Background: an optimization exercise with open tools, aiming at small area and a short achievable clock period. Do not read the settings as production practice.
Function was checked by simulation only, so behaviour that the tests miss may differ from the original.
Power and IR drop assume default switching activity.

==> flow/design.v (outline; a module is shown in full before it is edited, if it fits) <==
// module fft_power_peak: 1270 lines
// module fpp_fa: 10 lines
// module fpp_gt32: 11 lines
// module fpp_gt33: 7 lines
// module fpp_cpa: 208 lines
module fft_power_peak #(
    parameter  int N          = 8,
    parameter  int DATA_WIDTH = 16,
    localparam int BIN_W      = $clog2(N),
    localparam int PWR_W      = 2 * DATA_WIDTH + 1
) (
    input  logic                         clk,
    input  logic                         rst_n,
    input  logic signed [DATA_WIDTH-1:0] in_real,
    input  logic signed [DATA_WIDTH-1:0] in_imag,
    input  logic                         in_valid,
    input  logic                         clear,
    input  logic        [PWR_W-1:0]      thresh,
    output logic                         peak_over,
    output logic        [PWR_W-1:0]      pwr_out,
    output logic        [BIN_W-1:0]      pwr_bin,
    output logic                         pwr_valid,
    output logic        [PWR_W-1:0]      peak_pwr,
    output logic        [BIN_W-1:0]      peak_bin,
    output logic                         peak_valid,
    output logic        [15:0]           frame_cnt,
    output logic        [1:0]            dbg_state
);
  // ...
==> flow/flow/run.sh <==
#!/bin/bash
# Layout flow: the standard flow (standard synthesis, floorplan, place, CTS, route,
# finish) unchanged, except that
#  - the port buffers are the platform's plain buf_1 cell instead of the resizer's default
#    pick (repair_design and repair_timing still resize them);
#  - CTS builds the tree from clkbuf_4 and clkbuf_8 cells, clusters up to 12 sinks per
#    leaf buffer and
#    adds no dummy load cells.
set -euo pipefail
export BUFFER_PORTS_ARGS="-buffer_cell sky130_fd_sc_hd__buf_1"
export CTS_ARGS="-sink_clustering_enable -repair_clock_nets -buf_list {sky130_fd_sc_hd__clkbuf_4 sky130_fd_sc_hd__clkbuf_8} -sink_clustering_size 12 -sink_clustering_max_diameter 50 -dont_use_dummy_load"
bash standard.sh finish > standard.log 2>&1
==> flow/standard.sh <==
#!/bin/bash
# synth_recipe.tcl (not shown) runs the flow's synth.tcl, then flattens the netlist and writes it again
# the make line also repeats each setting of config.mk as NAME=value (left out here)
make -C /OpenROAD-flow-scripts/flow DESIGN_CONFIG=/design/flow/config.mk WORK_HOME=/design/flow/orfs CLKGATE_MAP_FILE= SYNTH_SCRIPT=/design/flow/synth_recipe.tcl "${@:-finish}"
==> flow/config.mk <==
export PLATFORM = sky130hd
export DESIGN_NAME = fft_power_peak
export DESIGN_NICKNAME = fft_power_peak
export VERILOG_FILES = /design/flow/design.v
export SDC_FILE = /design/flow/constraint.sdc
export NUM_CORES = 4
export LEC_CHECK = 0
export CAP_MARGIN = 20
export CORE_MARGIN = 2
export CORE_UTILIZATION = 40
export SETUP_SLACK_MARGIN = 4.45
export SLEW_MARGIN = 20
export SYNTH_HIERARCHICAL = 1
export SYNTH_MINIMUM_KEEP_SIZE = 0
export TNS_END_PERCENT = 10
==> flow/constraint.sdc <==
create_clock -name core_clock -period 7.5 [get_ports {clk}]
set_input_delay 1.5000 -clock core_clock [delete_from_list [all_inputs] [get_ports {clk}]]
set_output_delay 1.5000 -clock core_clock [all_outputs]
set_load 0.01 [all_outputs]
==> impl_metrics.env, run 1 <==
export IMPL_status="finished clean"
export IMPL_final_setup_viol_count=0
export IMPL_synthMuxAreaShare=0.00147
export IMPL_synth_top_area_share=0.317
export IMPL_finish_utilization=0.479
export IMPL_worst_path_buf_inv=2
export IMPL_cp_max_fo=4
export IMPL_grt_util_met2=0.312
export IMPL_finalPower_mw=6.12
export IMPL_globalRouteMet1Util=0.262
export IMPL_yosys_top_cells_area="fa_1, dfxtp_1, dfrtp_1"
export IMPL_highest_layer="met4"
export IMPL_grt_pass1_vias=10900
export IMPL_synth_cell_type_count=67
export IMPL_io_buffers=159
export IMPL_core_um2=35600
export IMPL_seq_share=0.267
export IMPL_taps=461
export IMPL_seq_area_um2=4550
export IMPL_via_per_inst=5.04
export IMPL_powerDensity_nw_per_um2=360
export IMPL_ys_flop_type="dfxtp_1"
export IMPL_antenna_found_initial=1
export IMPL_m1WireLength_mm=15.8
export IMPL_setup_ws_ns=3.96
export IMPL_inv_count=176
export IMPL_clock_buffers=26
export IMPL_cts_tree="built"
export IMPL_cts_sinks=212
export IMPL_htree_levels=1
export IMPL_synth_most_common_cell="nand2_1"
export IMPL_drt_initial_drc_count=497
export IMPL_clockBufferDepth=3
export IMPL_setup_tns_ns=0
export IMPL_grt_pass1_wl_mm=57.7
export IMPL_reg2reg_slack_ns=3.96
export IMPL_gr_total_overflow=0
export IMPL_final_area_um2=17000
export IMPL_clk_latency_ns=0.57
==> inputs of run 2 (changes only) <==
--- a/flow/config.mk
+++ b/flow/config.mk
@@ -8,8 +8,7 @@
 export CAP_MARGIN = 20
 export CORE_MARGIN = 2
 export CORE_UTILIZATION = 40
-export SETUP_SLACK_MARGIN = 4.45
+export SETUP_SLACK_MARGIN = 4.3
 export SLEW_MARGIN = 20
 export SYNTH_HIERARCHICAL = 1
 export SYNTH_MINIMUM_KEEP_SIZE = 0
-export TNS_END_PERCENT = 10
==> run 2 against run 1 <==
  * Largest cell class unchanged
  * Global-route usage is 1.1 points higher
  * Flip-flop and latch count unchanged
  * Design area up 7.6%
  * Hold slack improved by 0.0068 ns
  * Total power rose by 3.6%
  * Sequential power hardly changed
  * Setup slack better by 0.087 ns
  * Still clean on timing, DRC and antenna
  * Combinational power increased by 5.4%
  * First-iteration DRC count grew 5.0%
==> impl_metrics.env, run 2 <==
export IMPL_status="finished clean"
export IMPL_grt_start_max_net_pins=71
export IMPL_clk_pin_slew_ns=0.08
export IMPL_dpl_instance_area_um2=15900
export IMPL_hpwl_mm=27.1
export IMPL_synthArstFlopShare=0.278
export IMPL_setup_tns_ns=0
export IMPL_grt_use_total=0.204
export IMPL_final_common_cell="nand2_1"
export IMPL_antenna_found_initial=0
export IMPL_htree_levels=1
export IMPL_clockBufferDepth=3
export IMPL_worst_slew_pin_slew_ns=0.775
export IMPL_dieArea_um2=37700
export IMPL_rows=69
export IMPL_synthAdderAreaFrac=0.391
export IMPL_ys_ff_latch=212
export IMPL_drt_first_pass_iters=5
export IMPL_synth_top_area_share=0.317
export IMPL_routed_wl_mm=38.7
export IMPL_postCtsHoldBufs=0
export IMPL_final_area_um2=18300
export IMPL_yosys_top_cells_area="fa_1, dfxtp_1, dfrtp_1"
export IMPL_seq_area_frac_synth=0.314
export IMPL_fin_worst_skew_ns=0.0412
export IMPL_fin_nets=2014
export IMPL_syn_cell_area_um2=14500
export IMPL_via_per_inst=5.08
export IMPL_cp_max_fo=6
export IMPL_ir_drop_uv=256
export IMPL_cts_tree="built"
export IMPL_worstSetupPathType="in2reg"
export IMPL_synthMuxAreaShare=0.00147
export IMPL_min_period_ns=3.45
export IMPL_io_buffers=159
export IMPL_yosys_area_share_simple=0.137
export IMPL_final_period_utilization=0.460
export IMPL_finish_utilization=0.515
export IMPL_ant_nets=0
export IMPL_yosysWarnings=8
export IMPL_dr_total_vias=10700
export IMPL_synth_top_family_by_area="adder cells"
export IMPL_m1WireLength_mm=16.7
export IMPL_place_congestion=0.907
export IMPL_grt_pass1_wl_mm=60.7
export IMPL_core_um2=35600
export IMPL_dr_wl_met2_mm=18.2
export IMPL_synth_avg_cell_area_um2=10.2
export IMPL_start_util=0.407
export IMPL_diodes=0
export IMPL_synth_cell_type_count=67
export IMPL_ys_top_cells_by_count="nand2_1, fa_1, inv_1"
export IMPL_largest_register_ffs=83
export IMPL_fmax_mhz=290
export IMPL_setup_worst_path_start_class="input port"
export IMPL_grt_pass1_vias=11400
export IMPL_routedWlPerCell_um=18.5
export IMPL_synth_most_common_cell="nand2_1"
export IMPL_area_growth_pct=26.6
export IMPL_clk_latency_ns=0.56
export IMPL_hp_class="reg2reg"
export IMPL_drt_initial_drc_count=522
export IMPL_ys_flop_type="dfxtp_1"
export IMPL_power_leakage_nw=7.54
export IMPL_largest_register="r_cs"
export IMPL_cts_buffers=27
export IMPL_rsz0062_at_grt="true"
export IMPL_die_x_um=194
export IMPL_synth_edff_count=0
export IMPL_slew_limit_headroom=0.483
export IMPL_synth_compound_area_frac=0.0737
export IMPL_drive_above_1_share=0.268
export IMPL_gr_total_overflow=0
export IMPL_cts_sinks=212
export IMPL_netlist_instances=1413
export IMPL_powerDensity_nw_per_um2=346
export IMPL_layout_common_cells="nand2_1, inv_1, dfxtp_1, buf_1, fa_2"
export IMPL_crit_path_end_kind="register"
export IMPL_crit_arrival_ns=3.93
export IMPL_drv_slew=0
export IMPL_wl_met3_mm=2.66
export IMPL_cts_root_buf="clkbuf_8"
export IMPL_final_setup_viol_count=0
export IMPL_fillers=3110
export IMPL_drc_errors=0
export IMPL_dieHeight_um=194
export IMPL_timing_max_cap_violations=0
export IMPL_yosys_area_top_type="fa_1"
export IMPL_required_ns=7.98
export IMPL_highest_layer="met4"
export IMPL_num_io_pins=162
export IMPL_yosys_area_share_xor_xnor=0.0194
export IMPL_final_hold_violation_count=0
==> run 2: cell count changes in the layout (fill, tap and decap cells not counted), sizes merged <==
cell    before  now
buf        182  235
clkbuf      31   29
diode        1    0
==> run 2: cell type report <==
cell class | count | area, um^2 | area share
clock buffers | 27 | 372 | 0.0203
inverters | 176 | 673 | 0.0367
well taps | 461 | 577 | 0.0315
flip-flops and latches | 212 | 4560 | 0.249
multi-input cells | 982 | 10200 | 0.559
repair buffers | 237 | 1890 | 0.103
==> run 2: worst paths after layout <==
check / slack [ns] / depth (start not counted) / endpoint / from
setup / recovery: 4.05 / 9 / r_cs[54] / in_real[15]
hold / removal: 0.45 / 1 / r_pwr[0] / r_cs[1]
setup reg to reg: 4.08 / 12 / r_pwr[30] / r_cs[34]
hold reg to reg: 0.45 / 1 / r_pwr[0] / r_cs[1]
max in group asynchronous: 5.85 / 2 / r_bin_cnt[0] / rst_n
min in group asynchronous: 1.09 / 2 / r_peak_pwr[7] / rst_n
==> run 2: kinds of logic (layout without fill, tap and decap cells) <==
logic type               Yosys count  in the layout
AND/OR/NAND/NOR                  483            483
adder cells (fa/ha/maj)          316            316
buffers and inverters            227            440
flip-flops                       212            212
AO/OA/AOI/OAI                    140            140
XOR/XNOR                          32             32
multiplexers                       2              2
other                              1              9
==> run 2: metal layers <==
metal | track usage | up-vias
li1 | - | 4881
met1 | 0.271 | 5290
met2 | 0.339 | 403
met3 | 0.0343 | 76
met4 | 0.0696 | 0
met5 | 0 | -
==> run 2: what timing repair did <==
item	in CTS	in global routing
gates resized for setup	334	93
pin swaps	130	64
cloned	10	0
buffers inserted	43	16
setup endpoints to repair	157	113
==> run 2: per-module statistics from Yosys, one instance, submodules excluded <==
module | flops+latches | cell area (um^2) | cells
fpp_gt32 | 0 | 601 | 92
fpp_cpa | 0 | 1270 | 145
fpp_fa | 0 | 20.0 | 1
fft_power_peak | 212 | 7490 | 844
fpp_gt33 | 0 | 850 | 119
==> run 2: critical path, stage by stage <==
cell        delay [ns]
buf_8             0.08
clkinvlp_4        0.19
buf_12            0.20
buf_12            0.12
nor2_4            0.08
fa_2              0.45
fa_2              0.43
fa_2              0.35
fa_2              0.52
==> run 2: power by group <==
part,internal [mW],switching (mW),leakage [nW],total [mW]
clock network,0.317,0.383,0.194,0.700
logic,1.79,2.08,5.25,3.87
registers,1.52,0.256,2.09,1.78
==> run 2: per-stage QoR <==
step | hold slack (ns) | setup WS, ns | power (mW) | cells
2_1_floorplan | 0.410 | 3.82 | 4.06 | 1421
3_3_place_gp | 0.423 | 2.97 | 4.91 | 1999
3_5_place_dp | 0.431 | 2.93 | 4.97 | 1999
4_1_cts | 0.451 | 3.93 | 6.20 | 2079
5_1_grt | 0.462 | 3.94 | 7.02 | 2095
6_report | 0.446 | 4.05 | 6.35 | 2095
==> inputs of run 3 (changes only) <==
--- a/flow/config.mk
+++ b/flow/config.mk
@@ -8,7 +8,7 @@
 export CAP_MARGIN = 20
 export CORE_MARGIN = 2
 export CORE_UTILIZATION = 40
-export SETUP_SLACK_MARGIN = 4.3
+export SETUP_SLACK_MARGIN = 4.2
 export SLEW_MARGIN = 20
 export SYNTH_HIERARCHICAL = 1
 export SYNTH_MINIMUM_KEEP_SIZE = 0
==> run 3 against run 2 <==
  * Still clean
  * Die area is the same
  * Clock skew grew 0.018 ns
  * Global-route usage shrank 0.88 points
  * Sequential share of layout area grew 1.7 points
  * Total power shrank 3.1%
  * Critical path depth grew 4
  * Critical endpoint is now r_pwr[31]
==> impl_metrics.env, run 3 <==
export IMPL_min_period_ns=3.43
export IMPL_via_per_inst=5.01
export IMPL_largest_register="r_cs"
export IMPL_yosys_area_top_type="fa_1"
export IMPL_fin_nets=1969
export IMPL_synth_avg_cell_area_um2=10.2
export IMPL_grt_pass1_vias=10900
export IMPL_clk_latency_ns=0.58
export IMPL_hold_ws_ns=0.439
export IMPL_ir_drop_uv=244
export IMPL_seq_area_frac_synth=0.314
export IMPL_ys_top_cells_by_count="nand2_1, fa_1, inv_1"
export IMPL_slowest_delay_ns=0.50
export IMPL_worstHoldStart="r_run_bin[2]"
export IMPL_r2r_end="r_pwr[31]"
export IMPL_synth_edff_count=0
export IMPL_finalPower_mw=6.15
export IMPL_crit_chain="fa_2, fa_2, fa_1, inv_2, ha_4, a21oi_2, o21bai_1, a21oi_2, nor2_2, o31ai_4, o31ai_4, fa_2, xnor2_1"
export IMPL_worst_path_buf_inv=1
export IMPL_die_x_um=194
export IMPL_path_delay_family="adder cells"
export IMPL_dieArea_um2=37700
export IMPL_dieHeight_um=194
export IMPL_yosys_top_cells_area="fa_1, dfxtp_1, dfrtp_1"
export IMPL_place_congestion=0.862
export IMPL_routedWlPerCell_um=18.2
export IMPL_hp_class="reg2reg"
export IMPL_clockBufferDepth=3
export IMPL_crit_path_end_kind="register"
export IMPL_powerDensity_nw_per_um2=359
export IMPL_final_setup_viol_count=0
export IMPL_rsz0062_at_grt="true"
export IMPL_r2r_start="r_cs[32]"
export IMPL_io_buffers=159
export IMPL_drv_slew=0
export IMPL_setup_tns_ns=0
export IMPL_layout_common_cells="nand2_1, inv_1, dfxtp_1, fa_1, buf_1"
export IMPL_reg2reg_slack_ns=4.07
export IMPL_final_period_utilization=0.458
export IMPL_core_um2=35600
export IMPL_antenna_found_initial=0
export IMPL_diodes=0
export IMPL_fin_worst_skew_ns=0.0594
export IMPL_cts_buffers=31
export IMPL_ys_flop_type="dfxtp_1"
export IMPL_final_hold_violation_count=0
export IMPL_synthArstFlopShare=0.278
export IMPL_gr_total_overflow=0
export IMPL_drive_above_1_share=0.190
export IMPL_htree_levels=1
export IMPL_ant_nets=0
export IMPL_rows=69
export IMPL_grt_use_total=0.195
export IMPL_routed_wl_mm=37.2
export IMPL_seq_area_um2=4560
export IMPL_grt_start_max_net_pins=71
export IMPL_required_ns=7.92
export IMPL_cts_root_buf="clkbuf_8"
export IMPL_fillers=3313
export IMPL_start_util=0.407
export IMPL_largest_register_ffs=83
export IMPL_fmax_mhz=291
export IMPL_cts_tree="built"
export IMPL_slowest_stage="fa_1"
export IMPL_clk_pin_slew_ns=0.08
export IMPL_synth_cell_type_count=67
export IMPL_hold_depth=2
export IMPL_synth_most_common_cell="nand2_1"
export IMPL_min_to="r_run_bin[2]"
export IMPL_slew_limit_headroom=0.470
export IMPL_worstSetupPathType="reg2reg"
export IMPL_timing_max_cap_violations=0
export IMPL_drc_errors=0
export IMPL_worst_slew_pin_slew_ns=0.795
export IMPL_power_leakage_nw=7.13
export IMPL_drt_initial_drc_count=582
export IMPL_cp_max_fo=4
export IMPL_rr_worst_depth=13
export IMPL_netlist_instances=1413
export IMPL_cts_sinks=212
export IMPL_ys_ff_latch=212
export IMPL_synth_top_area_share=0.317
export IMPL_drt_first_pass_iters=5
export IMPL_cp_common_cell="fa_2"
export IMPL_yosysWarnings=8
export IMPL_grt_pass1_wl_mm=58.3
export IMPL_multi_input_area_um2=9720
export IMPL_num_io_pins=162
export IMPL_hpwl_mm=27.5
export IMPL_crit_arrival_ns=3.86
export IMPL_status="finished clean"
export IMPL_final_common_cell="nand2_1"
export IMPL_area_growth_pct=18.2
export IMPL_dr_total_vias=10300
export IMPL_setup_worst_path_start_class="register"
export IMPL_syn_cell_area_um2=14500
[run 3: cell counts after synthesis]
No cell type changed its count.
[run 3: how the worst max path moves through the flow]
stage	depth (start not counted)	endpoint	slack, ns	from
final	13	r_pwr[31]	4.07	r_cs[32]
after global routing	11	r_pwr[30]	3.90	r_cs[23]
after CTS	13	r_pwr[31]	3.92	r_cs[32]
after detailed placement	7	r_cs[50]	2.94	in_real[2]
after global placement	7	r_cs[50]	2.98	in_real[2]
after floorplan	7	r_cs[64]	3.82	in_imag[15]
[run 3: logic make-up (layout without fill, tap and decap cells)]
family          after synthesis  after routing  synth area share
compound gates              140            140            0.0737
xor+xnor                     32             32            0.0194
fa+ha+maj                   316            316             0.391
buf+inv                     227            395            0.0635
flops                       212            212             0.314
mux                           2              2           0.00147
other cells                   1              9          0.000259
simple gates                483            483             0.137
[run 3: layer usage]
layer	routed length, um	track usage	vias up
li1	-	-	4775
met5	0	0	-
met1	16600	0.273	5036
met4	912	0.0567	0
met2	17200	0.311	390
met3	2610	0.0364	63
[run 3: cell type report]
class / count / share of cell area
timing repair buffer: 188 / 0.0682
clock buffer: 31 / 0.0249
sequential: 212 / 0.266
inverter: 176 / 0.0390
multi-input combinational: 982 / 0.568
tap: 461 / 0.0337
[run 3: report_power, final]
group          internal [mW]  switching, mW
sequential              1.52          0.242
clock                  0.360          0.396
combinational           1.64           1.99
[run 3: Yosys stat by module, one instance, submodules excluded]
module | cells inside | copies in the design | flip-flops and latches | cell area, um^2
fpp_gt33 | 119 | 1 | 0 | 850
fft_power_peak | 844 | 1 | 212 | 7490
fpp_gt32 | 92 | 1 | 0 | 601
fpp_cpa | 145 | 1 | 0 | 1270
fpp_fa | 1 | 213 | 0 | 20.0
[run 3: stage by stage]
stage	utilization	setup slack (ns)	cells	area, um^2
final	0.481	4.07	2050	17100
after global routing	0.481	3.90	2050	17100
after CTS	0.471	3.92	2041	16800
after detailed placement	0.444	2.94	1994	15800
after global placement	0.444	2.98	1994	15800
after floorplan	-	3.82	1421	15300
[run 3: worst reg2reg max path, delay by kind of cell (launching register included)]
family	cells	cell delay (ns)
simple gates	1	0.08
compound gates	5	0.85
xor+xnor	1	0.14
buf+inv	1	0.05
flops	1	0.34
fa+ha+maj	5	1.83
[run 3: timing repair]
action | CTS | global route
cloned | 1 | 3
gates resized for setup | 195 | 55
setup buffers | 15 | 6
endpoints found under the setup margin | 151 | 67
hold buffers | 0 | 0
pin swaps | 30 | 29

[static timing again, ports no longer ideal]
How much do the figures lean on ideal ports? The routed layouts below were timed once more, with nothing changed but the port constraints.
Step 1 assumes that a clkbuf_16 drives the clock port and a buf_2 every other input.
Step 2 adds t to the input delays and takes it off the output delays; t is the mean of the earliest and latest rising clock arrival at the registers after step 1. Input paths then give back, and output paths get back, about the clock's delay inside the block.
a / b / c = no drivers / after step 1 / after step 2; a / b = the first two.
run	t, ns	setup slack, ns	worst setup path after step 2
run 1	0.591	3.961 / 3.961 / 3.478	input to register
run 2	0.579	4.048 / 4.041 / 3.463	input to register
run 3	0.600	4.065 / 4.065 / 3.501	input to register
After both steps setup and hold are still met in every run listed. The setup slack of run 2, which loses most, moves by -0.007 ns with the drivers and by -0.585 ns with both steps.
